From an optimization exercise on the open Yosys and OpenROAD flow, aimed at small area, a short achievable clock period and few clock cycles per item; shortcuts taken in it are not production practice.
No functional check of the RTL was part of any run shown here.
Power is estimated from default activity; no workload was simulated.

===== design/flow/design.v =====
package bat_pkg;
   localparam int TABLE_ENTRIES = 16;
   localparam int ADDR_W        = 32;
   localparam int COUNT_OUT_W   = 5;
   localparam int CNT_W         = $clog2(TABLE_ENTRIES + 1);
   typedef enum logic [1:0] {
      OP_CHECK  = 2'd0,
      OP_SET    = 2'd1,
      OP_DELETE = 2'd2,
      OP_CLEAR  = 2'd3
   } op_type;
endpackage
module bat_ctrl (
   input  logic        clock,
   input  logic        reset,
   input  logic        req_valid,
   output logic        req_ready,
   output logic        req_fire,
   input  logic        res_success,
   input  logic [bat_pkg::COUNT_OUT_W-1:0] res_count,
   output logic        rsp_valid,
   input  logic        rsp_ready,
   output logic        rsp_success,
   output logic [bat_pkg::COUNT_OUT_W-1:0] rsp_entry_count
);
   localparam int RW = bat_pkg::COUNT_OUT_W + 1;
   logic [1:0]    qv_ff;             
   logic [RW-1:0] q_ff [2];
   logic [RW-1:0] res;
   logic          pop;
   logic [1:0]    qv_sh, qv_push;
   logic [RW-1:0] q_sh [2];
   assign res = {res_success, res_count};
   assign pop = qv_ff[0] && rsp_ready;
   logic          ready_ff;
   logic [1:0]    qv_in;
   assign req_ready = ready_ff;
   assign req_fire  = req_valid && ready_ff;
   assign rsp_valid       = qv_ff[0];
   assign rsp_success     = q_ff[0][RW-1];
   assign rsp_entry_count = q_ff[0][RW-2:0];
   always_comb begin
      qv_sh   = pop ? {1'b0, qv_ff[1]} : qv_ff;
      q_sh[0] = pop ? q_ff[1] : q_ff[0];
      q_sh[1] = q_ff[1];
      qv_push = {2{req_fire}} & ~qv_sh & {qv_sh[0], 1'b1};
   end
   assign qv_in = qv_sh | qv_push;
   always_ff @(posedge clock) begin
      if (reset) begin
         qv_ff    <= '0;
         ready_ff <= 1'b1;
      end else begin
         qv_ff    <= qv_in;
         ready_ff <= !qv_in[1];
      end
   end
   always_ff @(posedge clock) begin
      for (int k = 0; k < 2; k++) begin
         q_ff[k] <= qv_sh[k] ? q_sh[k] : res;
      end
   end
endmodule
module bat_datapath (
   input  logic                            clock,
   input  logic                            reset,
   input  logic                            req_fire,
   input  logic [1:0]                      req_operation,
   input  logic [bat_pkg::ADDR_W-1:0]      req_address,
   output logic                            res_success,
   output logic [bat_pkg::COUNT_OUT_W-1:0] res_count
);
   localparam int N = bat_pkg::TABLE_ENTRIES;
   logic [bat_pkg::ADDR_W-1:0] addr_ff [N];
   logic [N-1:0]               valid_ff;
   logic [bat_pkg::CNT_W-1:0]  count_ff;
   logic [N-1:0] match, alloc, free_below;
   logic         hit, full, is_set, is_del, is_clr, claim, drop;
   logic [N-1:0] valid_in;
   logic [bat_pkg::CNT_W-1:0] count_in;
   always_comb begin
      is_set = req_fire && (req_operation == bat_pkg::OP_SET);
      is_del = req_fire && (req_operation == bat_pkg::OP_DELETE);
      is_clr = req_fire && (req_operation == bat_pkg::OP_CLEAR);
      for (int i = 0; i < N; i++) begin
         match[i] = valid_ff[i] && (addr_ff[i] == req_address);
      end
      hit  = |match;
      full = count_ff[bat_pkg::CNT_W-1];
      free_below[0] = 1'b0;
      for (int i = 1; i < N; i++) begin
         free_below[i] = free_below[i-1] || !valid_ff[i-1];
      end
      alloc = ~valid_ff & ~free_below;
      claim = is_set && !hit && !full;
      drop  = is_del && hit;
      for (int i = 0; i < N; i++) begin
         valid_in[i] = !is_clr && ((valid_ff[i] && !(is_del && match[i])) || (claim && alloc[i]));
      end
      if (is_clr)     count_in = '0;
      else if (claim) count_in = count_ff + bat_pkg::CNT_W'(1);
      else if (drop)  count_in = count_ff - bat_pkg::CNT_W'(1);
      else            count_in = count_ff;
      res_success = hit || (req_operation == bat_pkg::OP_CLEAR)
                        || ((req_operation == bat_pkg::OP_SET) && !full);
   end
   assign res_count = bat_pkg::COUNT_OUT_W'(count_in);
   always_ff @(posedge clock) begin
      if (reset) begin
         valid_ff <= '0;
         count_ff <= '0;
      end else begin
         valid_ff <= valid_in;
         count_ff <= count_in;
      end
      for (int i = 0; i < N; i++) begin
         if (alloc[i]) addr_ff[i] <= req_address;
      end
   end
endmodule
module breakpoint_address_table_unit (
   input  logic                   clock,
   input  logic                   reset,
   input  logic                   req_valid,
   output logic                   req_ready,
   input  logic [1:0]             req_operation,
   input  logic [bat_pkg::ADDR_W-1:0]      req_address,
   output logic                   rsp_valid,
   input  logic                   rsp_ready,
   output logic                   rsp_success,
   output logic [bat_pkg::COUNT_OUT_W-1:0] rsp_entry_count
);
   logic                            req_fire;
   logic                            res_success;
   logic [bat_pkg::COUNT_OUT_W-1:0] res_count;
   bat_ctrl u_ctrl (
      .clock           (clock),
      .reset           (reset),
      .req_valid       (req_valid),
      .req_ready       (req_ready),
      .req_fire        (req_fire),
      .res_success     (res_success),
      .res_count       (res_count),
      .rsp_valid       (rsp_valid),
      .rsp_ready       (rsp_ready),
      .rsp_success     (rsp_success),
      .rsp_entry_count (rsp_entry_count)
   );
   bat_datapath u_datapath (
      .clock         (clock),
      .reset         (reset),
      .req_fire      (req_fire),
      .req_operation (req_operation),
      .req_address   (req_address),
      .res_success   (res_success),
      .res_count     (res_count)
   );
endmodule

===== design/flow/run.sh =====
#!/bin/bash
# synth_recipe.tcl (not shown) runs the flow's synth.tcl, then flattens the netlist and writes it again
# the make line also repeats each setting of config.mk as NAME=value (left out here)
make -C /OpenROAD-flow-scripts/flow DESIGN_CONFIG=/design/flow/config.mk WORK_HOME=/design/flow/orfs CLKGATE_MAP_FILE= SYNTH_SCRIPT=/design/flow/synth_recipe.tcl finish

===== design/flow/config.mk =====
export PLATFORM = sky130hd
export DESIGN_NAME = breakpoint_address_table_unit
export DESIGN_NICKNAME = breakpoint_address_table_unit
export VERILOG_FILES = /design/flow/design.v
export SDC_FILE = /design/flow/constraint.sdc
export NUM_CORES = 4
export LEC_CHECK = 0
export CAP_MARGIN = 20
export CORE_MARGIN = 2
export CORE_UTILIZATION = 40
export SETUP_SLACK_MARGIN = 3.7
export SLEW_MARGIN = 20

===== design/flow/constraint.sdc =====
create_clock -name core_clock -period 6.0 [get_ports {clock}]
set_input_delay 1.2000 -clock core_clock [delete_from_list [all_inputs] [get_ports {clock}]]
set_output_delay 1.2000 -clock core_clock [all_outputs]
set_load 0.01 [all_outputs]

==> results of run 1 <==
worst min-delay path: stages (launching register included):
cell      delay [ps]
edfxtp_1         320
nand2_1           40
o31ai_1           50
timing repair:
item | in CTS | in global routing
gates cloned | 7 | 8
setup buffers | 44 | 41
gates resized for setup | 240 | 118
pin swaps | 34 | 55
endpoints found under the setup margin | 265 | 183
cell families (layout without fill, tap and decap cells):
logic type | after synthesis | after routing
multiplexers | 4 | 4
XOR/XNOR | 510 | 510
adder cells (fa/ha/maj) | 2 | 2
flip-flops | 548 | 548
buffers and inverters | 79 | 308
AO/OA/AOI/OAI | 39 | 39
AND/OR/NAND/NOR | 314 | 321
other | 0 | 2
placed cells by master (no fill, tap or decap), types with 9 or more instances in the layout:
cell type	netlist	layout
clkbuf_1	4	15
inv_1	10	10
buf_8	0	21
xnor2_1	151	149
nand2_1	25	19
clkinv_1	0	11
dfxtp_1	24	20
nor4_1	82	44
xor2_1	359	340
nor4_2	3	34
nand3_1	31	29
buf_6	11	25
nor3_2	1	9
clkbuf_16	0	61
buf_4	30	80
nor3_1	36	22
nor2_1	40	28
buf_12	0	43
buf_16	0	9
clkinv_2	0	10
edfxtp_1	524	524
nand4_1	49	49
xor2_2	0	18
flip-flops by register name, indices dropped and copies added, names as in the netlist:
name / flops
u_ctrl.ready_ff: 1
u_ctrl.q_ff: 12
u_datapath.addr_ff: 512
u_ctrl.qv_ff: 2
u_datapath.count_ff: 5
u_datapath.valid_ff: 16
synth_stat cells (8+ instances only):
cell type  instances  area, um^2
a21oi_1           12        60.1
and3_1            11        68.8
buf_2             24         120
buf_4             30         225
buf_6             11         124
dfxtp_1           24         480
edfxtp_1         524       15700
inv_1             10        37.5
nand2_1           25        93.8
nand3_1           31         155
nand4_1           49         307
nor2_1            40         150
nor3_1            36         180
nor4_1            82         513
o21ai_0           10        50.1
or3_1              8        50.1
xnor2_1          151        1320
xor2_1           359        3140
layer usage:
metal / track usage / routed length, um
met5: 0 / 0
met4: 0.0526 / 1280
met2: 0.327 / 30400
met1: 0.292 / 28100
met3: 0.0321 / 4180
path summary, 6_finish.rpt:
path	slack, ps	to	from
setup / recovery	2750	u_datapath.count_ff[4]	req_address[28]
hold / removal	520	u_ctrl.q_ff[0][2]	u_ctrl.q_ff[1][2]
setup reg to reg	3210	u_datapath.count_ff[4]	u_datapath.valid_ff[13]
hold reg to reg	520	u_ctrl.q_ff[0][2]	u_ctrl.q_ff[1][2]
per-stage QoR:
step           hold slack [ps]   util
2_1_floorplan              475      -
3_3_place_gp               513  0.429
3_5_place_dp               510  0.429
4_1_cts                    527  0.484
5_1_grt                    550  0.505
6_report                   521  0.505
power breakdown:
group	internal (W)	switching, W	leakage, nW
registers	0.00422	0.0000125	4.99
logic	0.000246	0.000360	3.87
clock network	0.00198	0.00144	0.868
total	0.00644	0.00182	9.72
layout make-up:
cell class,instances,share of cell area
antenna,2,0.000172
timing repair buffer,197,0.0878
inverter,10,0.00129
tap,765,0.0329
clock buffer,72,0.0505
clock inverter,29,0.0102
sequential,548,0.557
multi-input combinational,876,0.260
==> results.txt, run 1 <==
power density over the cells 284 nW/um^2; outcome timing/DRC/antenna clean; CP Depth 13; largest family of logic cells by synthesized area XOR/XNOR gates; setup violators final 0; Cell Chain, Critical Path buf_16 -> buf_16 -> buf_4 -> xor2_2 -> nor4_2 -> nand3_1 -> nor3_4 -> nor4b_4 -> and4_4 -> and4_4 -> o21a_1 -> buf_4 -> nor3_1; initial antenna violation count 2; compound-gate portion of the synthesized area 0.0106; Synth Cell Area 23300 um^2; number of buffers created by CTS 55; crit-path leading delay family simple AND/OR/NAND/NOR gates; Layout area overhead 25.0%; first-pass GRT wire length 89.0 mm; max cap viols 0; CP endpoint kind flip-flop; RSZ-0062 raised after global routing yes; final hold vios 0; fin. max-slew vios 0; Remaining DRCs 0; number of global-route vias before repair 12600; Post-Synth XOR/XNOR Area 0.192; Post-Synth Adder-Cell Area 0.00107; CP startpoint kind primary input; CP required 6510 ps; die extent in x 245 um; GRT Residual Overflow 0; ys flop type edfxtp_1; Clock Path Buffers 3; final WL 63.9 mm; # IOs 46; worst clock skew 32.9 ps; mux contribution to synthesized area 0.00177; asr flop ratio synth 0; critical path class primary input to flip-flop; drt first-iter violations 1311; area occupied by multi-input gates 7570 um^2; syn avg cell area 15.6 um^2; final setup TNS 0 ps; share of layout cells above drive strength 1 0.245; simple-gate share of the synthesized area 0.0768; synthesized flop and latch total 548; count of cell types in the netlist 45; hold path cells 2; WP buf/inv 4; I/O Buffers 45; post-route insts no fill 2499; R2R depth 8; DP Worst Slack 1360 ps; FMAX 308 MHz; largest net degree at the start of global routing 34; Nets 1728; Worst VDD drop 0.277 mV; final period utilization 0.541; FF/Latch Area 16200 um^2; Die Y-Extent 245 um; Sink Count 548; synth warn 5; Filler cells 4792; Static Leak 9.72 nW; Placer Congestion 0.811; Hold WC Path Type flip-flop to flip-flop; GRT Resource Usage Total 0.205; worst-margin pin slew 923 ps; Worst-Skew Late Latency 620 ps; Crit Path Max Fanout 8; vias per cell 5.29; via count 13200; CTS tree yes; final setup margin 2750 ps; post-placement cell count 2296; dpl hpwl 36.9 mm; CORE AREA 57700 um^2; Starting Density 0.404; Slew HR 0.384; clk root buf clkbuf_16; wire per inst 25.6 um; syn nets 1536; TritonRoute pass-1 iters 5; minimum clock period 3250 ps; EDFF count, synth 524; Final ANT Viol Nets 0; Placed Area 24800 um^2; largest stage delay on the critical path 360 ps; register area share after synthesis 0.696; row cnt 88; H-tree Lvls 2; CP arrival 3760 ps; slowest CP cell nor3_4; Synth Instances 1496; hold_buf cts 0; post-route cell area 29100 um^2; Pwr Total 0.00826 W; clock-pin slew on the worst setup and hold paths 60 ps; Die ar. 60200 um^2
==> run 2: changes to the inputs <==
--- a/design/flow/config.mk
+++ b/design/flow/config.mk
@@ -7,6 +7,7 @@
 export LEC_CHECK = 0
 export CAP_MARGIN = 20
 export CORE_MARGIN = 2
-export CORE_UTILIZATION = 40
+export CORE_UTILIZATION = 65
+export CTS_BUF_LIST = sky130_fd_sc_hd__clkbuf_4 sky130_fd_sc_hd__clkbuf_8
 export SETUP_SLACK_MARGIN = 3.7
 export SLEW_MARGIN = 20
==> results.txt, run 2 <==
critical path class primary input to flip-flop (unchanged); top-count cell post-synth edfxtp_1 (unchanged); most used cell, CP and4_4; sw frac 0.230 (was 0.220); Most flops, register u_datapath.addr_ff (unchanged); Cell Chain, Critical Path buf_16 -> buf_12 -> xor2_2 -> nor4_2 -> nand4_1 -> or4_4 -> and4_4 -> and4_4 -> and2_4 -> o21a_1 -> o31ai_1 (was buf_16 -> buf_16 -> buf_4 -> xor2_2 -> nor4_2 -> nand3_1 -> nor3_4 -> nor4b_4 -> and4_4 -> and4_4 -> o21a_1 -> buf_4 -> nor3_1); Die Y-Extent 193 um (was 245 um); Nets 1749 (was 1728); Crit Path Max Fanout 5 (was 8); top cells by count, synth 524 x edfxtp_1, 359 x xor2_1, 151 x xnor2_1 (unchanged); clock share of power 0.392 (was 0.414); Top Registers u_datapath.addr_ff x512, u_datapath.valid_ff x16, u_ctrl.q_ff x12 (unchanged); Pwr Total 0.00793 W (was 0.00826 W); number of buffers created by CTS 86 (was 55); fin. max-slew vios 0 (unchanged); register area share after synthesis 0.696 (unchanged); slowest CP cell or4_4 (was nor3_4); Final ANT Viol Nets 0 (unchanged); # IOs 46 (unchanged); largest net degree at the start of global routing 35 (was 34); share of layout cells above drive strength 1 0.260 (was 0.245); setup violators final 0 (unchanged); final setup margin 2730 ps (was 2750 ps); ys flop type edfxtp_1 (unchanged); hold_buf cts 0 (unchanged); Hold WC Path Type flip-flop to flip-flop (unchanged); Placer Congestion 0.872 (was 0.811); clock-pin slew on the worst setup and hold paths 60 ps (about the same); Die ar. 37400 um^2 (was 60200 um^2); vias per cell 6.10 (was 5.29); Starting Density 0.657 (was 0.404); WP buf/inv 2 (was 4); final period utilization 0.545 (was 0.541); CTS tree yes (unchanged); power density over the cells 281 nW/um^2 (was 284 nW/um^2); final WL 62.8 mm (was 63.9 mm); clk root buf clkbuf_8 (was clkbuf_16); commonest non-fill, non-tap cell in the layout edfxtp_1 (unchanged); max cap viols 0 (unchanged); switching pwr 0.00182 W (about the same); FMAX 306 MHz (was 308 MHz); Remaining DRCs 0 (unchanged); CP required 6440 ps (was 6510 ps); die extent in x 193 um (was 245 um); # diodes 0 (was 2); Clock Path Buffers 3 (unchanged); outcome timing/DRC/antenna clean (unchanged); via count 13700 (was 13200); final setup TNS 0 ps (unchanged); dpl hpwl 34.2 mm (was 36.9 mm); Worst VDD drop 0.223 mV (was 0.277 mV); sequential power share 0.534 (was 0.512); RSZ-0062 raised after global routing yes (unchanged); largest stage delay on the critical path 530 ps (was 360 ps); drt first-iter violations 1461 (was 1311); syn nets 1536 (unchanged); EDFF count, synth 524 (unchanged); synthesized flop and latch total 548 (unchanged); Synth top area share 0.675 (unchanged); CP endpoint kind flip-flop (unchanged); Static Leak 9.67 nW (was 9.72 nW); post-layout util 0.795 (was 0.505); worst-margin pin slew 858 ps (was 923 ps); Placed Area 24400 um^2 (was 24800 um^2); count of cell types in the netlist 45 (unchanged); Worst-Skew Late Latency 650 ps (was 620 ps); GRT Resource Usage Total 0.331 (was 0.205); row cnt 69 (was 88); worst clock skew 30.2 ps (was 32.9 ps); CP arrival 3720 ps (was 3760 ps); wire per inst 28.0 um (was 25.6 um); Synth Cell Area 23300 um^2 (unchanged); Synth Instances 1496 (unchanged); CORE AREA 35500 um^2 (was 57700 um^2); GRT Residual Overflow 0 (unchanged); Filler cells 1980 (was 4792); most frequent cells in the layout 524 x edfxtp_1, 353 x xor2_1, 150 x xnor2_1 (was 524 x edfxtp_1, 340 x xor2_1, 149 x xnor2_1); Pint 0.00611 W (was 0.00644 W); asr flop ratio synth 0 (unchanged); synth warn 5 (unchanged); Yosys top cell by area edfxtp_1 (unchanged); Sink Count 548 (unchanged); minimum clock period 3270 ps (was 3250 ps); area occupied by multi-input gates 7390 um^2 (was 7570 um^2); Slew HR 0.426 (was 0.384); final hold vios 0 (unchanged); TritonRoute pass-1 iters 5 (unchanged); number of global-route vias before repair 13600 (was 12600); I/O Buffers 45 (unchanged); H-tree Lvls 3 (was 2); FF/Latch Area 16200 um^2 (about the same); crit-path leading delay family simple AND/OR/NAND/NOR gates (unchanged); DP Worst Slack 1420 ps (was 1360 ps); post-route cell area 28200 um^2 (was 29100 um^2); Layout area overhead 21.0% (was 25.0%); number of flip-flops in the largest register 512 (unchanged); CP startpoint kind primary input (unchanged); cells taking the most area after synthesis edfxtp_1 68%, xor2_1 13%, xnor2_1 5.7% (unchanged); initial antenna violation count 0 (was 2); syn avg cell area 15.6 um^2 (unchanged); first-pass GRT wire length 89.1 mm (was 89.0 mm); logic gate share of total power 0.074 (was 0.073)
-- run 2: tightest hold or removal path, cell delays in order, from the launching register on --
cell and delay, ps:
edfxtp_1 320, nand2_1 50, o21ai_1 60
-- run 2: layout make-up --
type | count | share of cell area
clock buffers | 126 | 0.0535
repair buffers | 188 | 0.0815
well taps | 461 | 0.0204
multi-input cells | 875 | 0.262
flip-flops and latches | 548 | 0.575
inverters | 10 | 0.00133
clock inverters | 32 | 0.00612
-- run 2: logic make-up after synthesis --
kind of cell,count (synthesis),synth area share
muxes,4,0.00177
and+or+nand+nor,314,0.0768
xor gates and xnor gates,510,0.192
adders and majority gates,2,0.00107
DFF,548,0.696
buffers and inverters,79,0.0224
AOI/OAI and AO/OA,39,0.0106
-- run 2: final timing paths --
| path | to | depth (start not counted) | startpoint | slack (ps) |
|---|---|---|---|---|
| worst min register to register | u_ctrl.q_ff[0][1] | 2 | u_ctrl.q_ff[1][1] | 530 |
| worst max register to register | u_ctrl.q_ff[0][2] | 9 | u_datapath.addr_ff[13][7] | 3140 |
| worst max-delay path | u_ctrl.q_ff[0][2] | 11 | req_address[12] | 2730 |
| worst min-delay path | u_ctrl.q_ff[0][1] | 2 | u_ctrl.q_ff[1][1] | 530 |
-- run 2: metal layers --
layer	wire length, um	part of all wire	track usage
met4	2210	0.035	0.131
met1	25300	0.40	0.466
met3	5970	0.095	0.0680
met5	0	0	0
met2	29300	0.47	0.514
-- run 2: per-stage QoR --
stage / hold WS (ps) / cells
floorplan: 475 / 1496
global placement: 511 / 1993
detailed placement: 519 / 1993
CTS: 530 / 2225
global route: 558 / 2240
finish: 529 / 2240
-- run 2: power groups by stage --
| stage | sequential (W) | clock [W] | combinational, W |
|---|---|---|---|
| final | 0.00423 | 0.00311 | 0.000585 |
| after global routing | 0.00423 | 0.00330 | 0.000612 |
| after CTS | 0.00423 | 0.00312 | 0.000557 |
| after detailed placement | 0.00431 | 0 | 0.000461 |
| after global placement | 0.00431 | 0 | 0.000455 |
| after floorplan | 0.00432 | 0 | 0.000299 |
-- run 2: timing repair --
item / CTS / global route
endpoints found under the hold margin: 0 / 0
endpoints found under the setup margin: 307 / 123
cloned: 12 / 3
gates resized for setup: 236 / 78
setup buffers: 62 / 12
pin swaps: 35 / 34

## separate check: timing with driven ports
No port has a modelled driver above. Below, the same layouts with a new extraction and two added sets of constraints.
Step 1 (the two cells are an assumption about what drives the block):
set clk [get_ports {clock}]
set_driving_cell -lib_cell sky130_fd_sc_hd__clkbuf_16 $clk
set_driving_cell -lib_cell sky130_fd_sc_hd__buf_2 [delete_from_list [all_inputs] $clk]
Step 2 also shifts input and output timing later by t, the mid clock arrival at the registers, as if the neighbouring blocks saw the same clock.
Three values: no drivers, after step 1, after step 2; two values: the first two.
run | shift t [ns] | slack for setup (ns) | hold slack, ns | cell pins on the clock port's net
run 1 | 0.660 | 2.752 / 2.687 / 2.027 | 0.521 / 0.521 / 0.521 | 1
run 2 | 0.685 | 2.728 / 2.641 / 1.956 | 0.529 / 0.529 / 0.529 | 1
After both steps every run listed still meets setup and hold. The setup slack of run 2, which loses most, moves by -0.087 ns with the drivers and by -0.772 ns with both steps.
